Context: an optimization exercise on an open-source flow, tuned for small area, a short achievable clock period and few clock cycles per item. The choices shown serve that exercise and are no tape-out recipe. At most, simulation tests tie the RTL to the original design; equivalence was not proved. Power is estimated from default activity; no workload was simulated.

## onyx
// multiplierTop
module multiplierTop (
	input logic clk,
	input logic reset,
	input logic inValid,
	output logic inReady,
	input logic [35:0] inOperands,
	output logic outValid,
	input logic outReady,
	output logic [35:0] outProduct
);
Size in the first run: roughly 1400 cells after synthesis, ~360 flip-flops, about 78 I/O pins.
Settings: LEC_CHECK=0, CAP_MARGIN=20, CORE_MARGIN=2, CORE_UTILIZATION=40, CTS_CLUSTER_DIAMETER=80, CTS_CLUSTER_SIZE=40, SETUP_SLACK_MARGIN=2.8, SLEW_MARGIN=20, TNS_END_PERCENT=0; clock period 5.0 ns.
run.sh (not shown) runs the stock make flow with config.mk's settings and CLKGATE_MAP_FILE= SYNTH_SCRIPT=/design/flow/synth_recipe.tcl, a recipe that flattens the netlist after the stock synthesis.
Testbench counts of onyx, summed over its fixed seeds: cycles 32,048, items 32,000.
--- input diff onyx..quartz ---
# onyx
export LEC_CHECK = 0
export CAP_MARGIN = 20
export CORE_MARGIN = 2
export CORE_UTILIZATION = 40
export CTS_CLUSTER_DIAMETER = 80
export CTS_CLUSTER_SIZE = 40
export SETUP_SLACK_MARGIN = 2.8
export SLEW_MARGIN = 20
export TNS_END_PERCENT = 0
create_clock -name core_clock -period 5.0 [get_ports {clk}]
# quartz
export LEC_CHECK = 0
export CAP_MARGIN = 20
export CORE_MARGIN = 2
export CORE_UTILIZATION = 40
export SETUP_SLACK_MARGIN = 2.8
export SLEW_MARGIN = 20
export TNS_END_PERCENT = 0
create_clock -name core_clock -period 5.0 [get_ports {clk}]
- For quartz, the critical path launch point was mulCore_inst.r0_47, unlike onyx, where it was outReady.
- Per the comparison of quartz with onyx, combinational group share of total power went down 1.9 points, switching power share of the total went down 2.4 points.
- Wire length was lower in the run labelled onyx.
- Global-route usage ends up lower on onyx.
Relative to quartz, the following input files were edited for zinc:
# quartz
export LEC_CHECK = 0
export CAP_MARGIN = 20
export CORE_MARGIN = 2
export CORE_UTILIZATION = 40
export SETUP_SLACK_MARGIN = 2.8
export SLEW_MARGIN = 20
export TNS_END_PERCENT = 0
create_clock -name core_clock -period 5.0 [get_ports {clk}]
# zinc
export LEC_CHECK = 0
export CAP_MARGIN = 20
export CORE_MARGIN = 2
export CORE_UTILIZATION = 55
export PLACE_DENSITY = 0.7
export SETUP_SLACK_MARGIN = 2.8
export SLEW_MARGIN = 20
export TNS_END_PERCENT = 10
create_clock -name core_clock -period 5.0 [get_ports {clk}]
The run showing the smaller minimum clock period after layout is quartz. mulCore_inst.r0_47 as the critical path startpoint was reported by quartz, and mulCore_inst.r0_42 by zinc. When the final numbers for zinc and quartz were put side by side, the routed length on met1 turned out to be smaller in zinc. Of the two values seen for master of the slowest instance on the critical path, sky130_fd_sc_hd__fa_1 was produced by quartz and sky130_fd_sc_hd__edfxtp_1 by zinc. Data arrival time at the worst-slack endpoint delta for zinc relative to quartz: 0.07 ns higher.

========
== run A ==
multiplierTop again, from the RTL that the note above started with.
## multiplierTop
module multiplierTop (
	input logic clk,
	input logic reset,
	input logic inValid,
	output logic inReady,
	input logic [35:0] inOperands,
	output logic outValid,
	input logic outReady,
	output logic [35:0] outProduct
);
clock: 5.0 ns
lec_check: 0
cap_margin: 20
core_margin: 2
core_utilization: 40
cts_cluster_diameter: 60
cts_cluster_size: 25
setup_slack_margin: 2.8
slew_margin: 20
tns_end_percent: 0
Run A has completed all stages; timing, DRC and antenna checks passed.
Testbench counts of run A, summed over its fixed seeds: cycles 32,048, items 32,000.
Input changes introduced in run B (baseline for comparison: run A):
--- a/flow/config.mk
+++ b/flow/config.mk
@@ -7,0 +8 @@
+export ABC_AREA = 1
@@ -11,2 +11,0 @@
-export CTS_CLUSTER_DIAMETER = 60
-export CTS_CLUSTER_SIZE = 25
Notes after the runs:
Run A has a higher clock transition at the registers of the reported paths than run B. Taking run A as the reference, in run B sequential share of cell area rose 1.1 points, relative area change from synthesis to final layout fell 6.9 points, post-place setup slack fell 0.43 ns, portion of netlist area occupied by mux cells fell 2.2 points, minimum period implied by the final worst setup slack rose 0.13 ns. Compared with run A, in run B post-route worst setup slack went down, total global routing track utilization went up.
Edits applied to the flow inputs when going from run B to run C:
--- a/flow/config.mk
+++ b/flow/config.mk
@@ -8 +7,0 @@
-export ABC_AREA = 1
@@ -11,0 +11,3 @@
+export CTS_CLUSTER_DIAMETER = 70
+export CTS_CLUSTER_SIZE = 30
+export GPL_ROUTABILITY_DRIVEN = 0
## What came out
Compared with run B, run C ends up with more cell area.
Higher growth of design area from synthesis to finish goes to run C over run B.
Run C vs. run B: worst setup margin shows an increase of 0.12 ns; global-route wire length before repair now smaller; number of gates resized after CTS rose 2.
Between run B and run C, number of cells on the worst reg-to-reg path increased.
Compared to run B, run C has combinational power share 1.0 points higher.
Count of plain and timing-repair buffers in the layout, run C and run B: higher on run C
Power: run C better than run B
Wire: run C routes less than run B

========
Another version of the RTL of multiplierTop (not shown whole).
For scale: roughly 1400 cells after synthesis, ~78 I/O pins, ~0.019 mm² of cells after synthesis.
clock: 5.0 ns
lec_check: 0
cap_margin: 20
core_margin: 2
core_utilization: 40
cts_cluster_diameter: 70
cts_cluster_size: 30
setup_slack_margin: 2.8
slew_margin: 20
tns_end_percent: 50
Testbench counts at the start, summed over its fixed seeds: cycles 32,048, items 32,000.
Then changed:
- TNS_END_PERCENT: 50 -> 0
- The changed run completed without violations
- die area is unchanged
- clock-buffer cell count goes up by 2
- critical path depth goes down by 3
- power goes down by a few percent
- register-to-register slack gets worse by 0.14 ns
- routed wire length goes down by a few percent
- utilization goes down by 3.0 points
- setup slack gets worse by 0.14 ns
- worst hold slack is about the same
- combinational power goes down by about a fifth
Then changed:
- TNS_END_PERCENT: 0 -> 20
Register-to-register slack is better by 0.05 ns.
Cell area rises by 2.5%.
Worst setup slack is better by 0.038 ns.
Then changed:
- SETUP_SLACK_MARGIN: 2.8 -> 2.75
- TNS_END_PERCENT: 20 -> unset
Sequential cell count is unchanged. Synthesized cell count stays the same. Hold slack loses 0.0039 ns. Routed wire length grows by a few percent. Setup slack improved by 0.15 ns. Count of clock-buffer cells in the layout increases by 1. Critical path depth came out higher by 5. Total power increases by a few percent. Synthesized area does not change. Design area climbs slightly. Die area stays the same.

========
multiplierTop again, from the RTL that the note above started with.
clock: 5.0 ns
lec_check: 0
cap_margin: 20
core_margin: 2
core_utilization: 40
cts_cluster_diameter: 75
cts_cluster_size: 35
setup_slack_margin: 2.7
slew_margin: 20
Testbench counts at the start, summed over its fixed seeds: cycles 32,048, items 32,000.
Change:
CTS_CLUSTER_DIAMETER = 70   (was 75)
CTS_CLUSTER_SIZE = 30   (was 35)
SETUP_SLACK_MARGIN = 2.6   (was 2.7)
Result: Final cell count grows by 0.33%; die area does not change; combinational power shrinks by about 4%.
Change:
SETUP_SLACK_MARGIN = 2.8   (was 2.6)
TNS_END_PERCENT = 5   (was default)
Effect: Power went up slightly; setup slack got worse by 0.026 ns; non-clock buffer count goes down by 3; die area is unchanged; sequential power grows slightly; final area rose slightly; clock power came out higher by a few percent; clock skew rises by 0.0032 ns; core utilization rises by 0.59 points.
Change:
TNS_END_PERCENT = default   (was 5)
Result: Global-route usage went up by 0.43 points; setup slack improves by 0.14 ns; total power went up slightly; count of clock-buffer cells in the layout went down by 1; synthesized area does not change; first-iteration DRC count went down slightly; maximum frequency went up by a few percent.

========
multiplierTop, a different RTL version from the one above (not shown whole).
For scale: roughly 19000 sq um of cells after synthesis.
==> flow/config.mk <==
export PLATFORM = sky130hd
export DESIGN_NAME = multiplierTop
export DESIGN_NICKNAME = multiplierTop
export VERILOG_FILES = /design/flow/design.v
export SDC_FILE = /design/flow/constraint.sdc
export NUM_CORES = 4
export LEC_CHECK = 0
export CAP_MARGIN = 20
export CORE_MARGIN = 2
export CORE_UTILIZATION = 40
export CTS_CLUSTER_DIAMETER = 75
export CTS_CLUSTER_SIZE = 35
export SETUP_SLACK_MARGIN = 2.8
export SLEW_MARGIN = 20
export TNS_END_PERCENT = 0
==> flow/constraint.sdc <==
create_clock -name core_clock -period 5.0 [get_ports {clk}]
set_input_delay 1.0000 -clock core_clock [delete_from_list [all_inputs] [get_ports {clk}]]
set_output_delay 1.0000 -clock core_clock [all_outputs]
set_load 0.01 [all_outputs]
Then changed:
- CTS_CLUSTER_DIAMETER: 75 -> 70
- CTS_CLUSTER_SIZE: 35 -> 30
Outcome:
- The new run produced a clean layout
- flip-flop and latch count is unchanged
- clock-buffer cell count goes up by 4
- non-clock buffer count goes down by 13
- die area does not change
- register-to-register slack barely changes
- utilization hardly moves
- power goes up by 1.2%
- worst hold slack hardly moves
- first-iteration DRC count goes down by 7.8%
- wire length barely changes
- cell count hardly moves
No run of this note included a check of the RTL's function; only the layout flow was run.

========
Another version of the RTL of multiplierTop (not shown whole).
Size in the first run: roughly 1600 cells after synthesis, ~400 flip-flops, roughly 0.021 mm^2 of cells after synthesis.
export LEC_CHECK = 0
export CAP_MARGIN = 20
export CORE_MARGIN = 2
export CORE_UTILIZATION = 40
export CTS_BUF_LIST = sky130_fd_sc_hd__clkbuf_8
export CTS_CLUSTER_SIZE = 30
export SETUP_SLACK_MARGIN = 2.8
export SLEW_MARGIN = 20
create_clock -name core_clock -period 5.0 [get_ports {clk}]
The starting point went through all stages and came out clean.
Testbench counts at the start, summed over its fixed seeds: cycles 32,048, items 32,000.
Change:
--- a/flow/config.mk
+++ b/flow/config.mk
@@ -11,3 +11 @@
-export CTS_BUF_LIST = sky130_fd_sc_hd__clkbuf_8
-export CTS_CLUSTER_SIZE = 30
-export SETUP_SLACK_MARGIN = 2.8
+export SETUP_SLACK_MARGIN = 2.5
Result: The changed run finished with timing, DRC and antenna clean; worst setup slack gets worse by 0.13 ns; wire length goes down by a few percent; via count goes down by a few percent; clock skew goes down by 0.023 ns; power goes down slightly; flip-flop and latch count stays the same; non-clock buffer count goes down by 48; utilization goes down by 1.1 points; global-route usage goes down by 1.0 points.
Change:
--- a/flow/config.mk
+++ b/flow/config.mk
@@ -11 +11 @@
-export SETUP_SLACK_MARGIN = 2.5
+export SETUP_SLACK_MARGIN = 2.8
Result: Power came out higher by 1.3%; critical path depth goes up by 4; sequential share of layout area went down by 0.78 points; setup slack improved by 0.095 ns; flip-flop and latch count stays the same.

========
RTL: one of the versions met above, not the one the previous note started from.
For scale: roughly 1400 cells after synthesis, roughly 360 flip-flops, about 19000 sq um of cells after synthesis.
clock: 5.0 ns
lec_check: 0
cap_margin: 20
core_margin: 2
core_utilization: 40
setup_slack_margin: 2.8
slew_margin: 20
tns_end_percent: 10
Testbench counts at the start, summed over its fixed seeds: cycles 32,048, items 32,000.
Rerun with:
- SETUP_SLACK_MARGIN: 2.8 -> 3.0
- TNS_END_PERCENT: 10 -> default
Effect:
- core utilization rises by 3.0 points
- cell count rises by a few percent
- sequential power hardly moves
- wire length rises by a few percent
- synthesized area does not change
- sequential cell count is unchanged
- via count rises slightly
- total power rises by a few percent
- non-clock buffer count rises by 50
- global-route usage rises by 1.0 points
- synthesized cell count does not change
Rerun with:
- CAP_MARGIN: 20 -> 0
- CTS_CLUSTER_DIAMETER: default -> 70
- CTS_CLUSTER_SIZE: default -> 30
- SETUP_SLACK_MARGIN: 3.0 -> 2.8
- SLEW_MARGIN: 20 -> 0
- TNS_END_PERCENT: default -> 0
Effect: The new run finished with timing, DRC and antenna clean; maximum frequency went up by 0.93%; non-clock buffer count goes down by 70; register-to-register slack improves by 0.02 ns; cell count shrinks by 4.2%; wire length goes down by 8.5%; synthesized cell count stays the same; global-route usage goes down by 1.5 points.
Rerun with:
- CAP_MARGIN: 0 -> 20
- CTS_CLUSTER_DIAMETER: 70 -> default
- CTS_CLUSTER_SIZE: 30 -> default
- SLEW_MARGIN: 0 -> 20
- TNS_END_PERCENT: 0 -> default
Result:
- design area grows by 6.2%
- hold slack is about the same
- worst setup slack hardly moves
- non-clock buffer count came out higher by 34

========
multiplierTop again, from the RTL that the note above started with.
Settings: LEC_CHECK=0, CAP_MARGIN=20, CORE_MARGIN=2, CORE_UTILIZATION=40, CTS_CLUSTER_DIAMETER=70, CTS_CLUSTER_SIZE=30, SETUP_SLACK_MARGIN=2.8, SLEW_MARGIN=20, TNS_END_PERCENT=0; clock period 5.0 ns.
The first run finished clean.
Testbench counts at the start, summed over its fixed seeds: cycles 32,048, items 32,000.
Next try:
--- a/flow/config.mk
+++ b/flow/config.mk
@@ -10,5 +10,3 @@
 export CORE_UTILIZATION = 40
-export CTS_CLUSTER_DIAMETER = 70
-export CTS_CLUSTER_SIZE = 30
-export SETUP_SLACK_MARGIN = 2.8
+export SETUP_SLACK_MARGIN = 3.2
 export SLEW_MARGIN = 20
Clock-buffer cell count rises by 25.
Global-route usage rises by 0.69 points.
Wire length rises by 2.8%.
Clock power rises by 19%.
Die area does not change.
Combinational power rises by about 1%.
Via count rises by about 1%.
Cell area rises by about 1.7%.
Worst hold slack loses 0.0046 ns.
Sequential power stays flat.

[re-timing with driven ports]
The results above use ideal ports. As a check the final layouts listed here were re-extracted and re-timed, cells and wires unchanged. Step 1 sets driving cells, clkbuf_16 on the clock port and buf_2 on the other inputs (assumed; they add their load-dependent delay and slew). Step 2, shift: input delay + t, output delay - t, t = (earliest + latest rising clock arrival at the registers) / 2. This alone moves slack from input paths to output paths. Slacks: ideal / step 1 / step 2; pairs: ideal / step 1.
run	t (ns)	setup WS [ns]	worst slew at a driven data input, ns
onyx	0.605	2.691 / 2.693 / 2.108	0.04
quartz	0.590	2.677 / 2.648 / 2.148	0.04
zinc	0.581	2.607 / 2.568 / 2.094	0.04
run A	0.620	2.674 / 2.674 / 2.122	0.04
run B	0.623	2.546 / 2.530 / 1.999	0.03
run C	0.613	2.662 / 2.662 / 2.100	0.04
the first run of note 3	0.605	2.681 / 2.681 / 2.590	0.07
the second run of note 3	0.620	2.544 / 2.525 / 2.544	0.04
the third run of note 3	0.619	2.582 / 2.528 / 2.588	0.05
the fourth run of note 3	0.613	2.729 / 2.729 / 2.483	0.06
the first run of note 4	0.599	2.732 / 2.717 / 2.512	0.05
the second run of note 4	0.597	2.595 / 2.595 / 2.193	0.05
the third run of note 4	0.611	2.569 / 2.535 / 2.569	0.05
the fourth run of note 4	0.612	2.710 / 2.710 / 2.375	0.05
the first run of note 5	0.611	2.400 / 2.358 / 2.400	0.05
the second run of note 5	0.623	2.388 / 2.335 / 2.403	0.05
the first run of note 6	0.667	2.666 / 2.666 / 2.232	0.03
the second run of note 6	0.623	2.534 / 2.517 / 1.934	0.04
the third run of note 6	0.617	2.628 / 2.628 / 2.231	0.03
the first run of note 7	0.603	2.659 / 2.659 / 2.139	0.04
the second run of note 7	0.613	2.641 / 2.641 / 2.469	0.04
the third run of note 7	0.613	2.662 / 2.662 / 2.100	0.04
the fourth run of note 7	0.603	2.660 / 2.660 / 2.506	0.05
the first run of note 8	0.613	2.662 / 2.662 / 2.100	0.04
the second run of note 8	0.589	2.668 / 2.668 / 2.154	0.04
After both steps setup and hold are still met in every run listed. For the second run of note 6, which loses most, drivers alone change the setup slack by -0.017 ns; drivers and shift together by -0.600 ns.
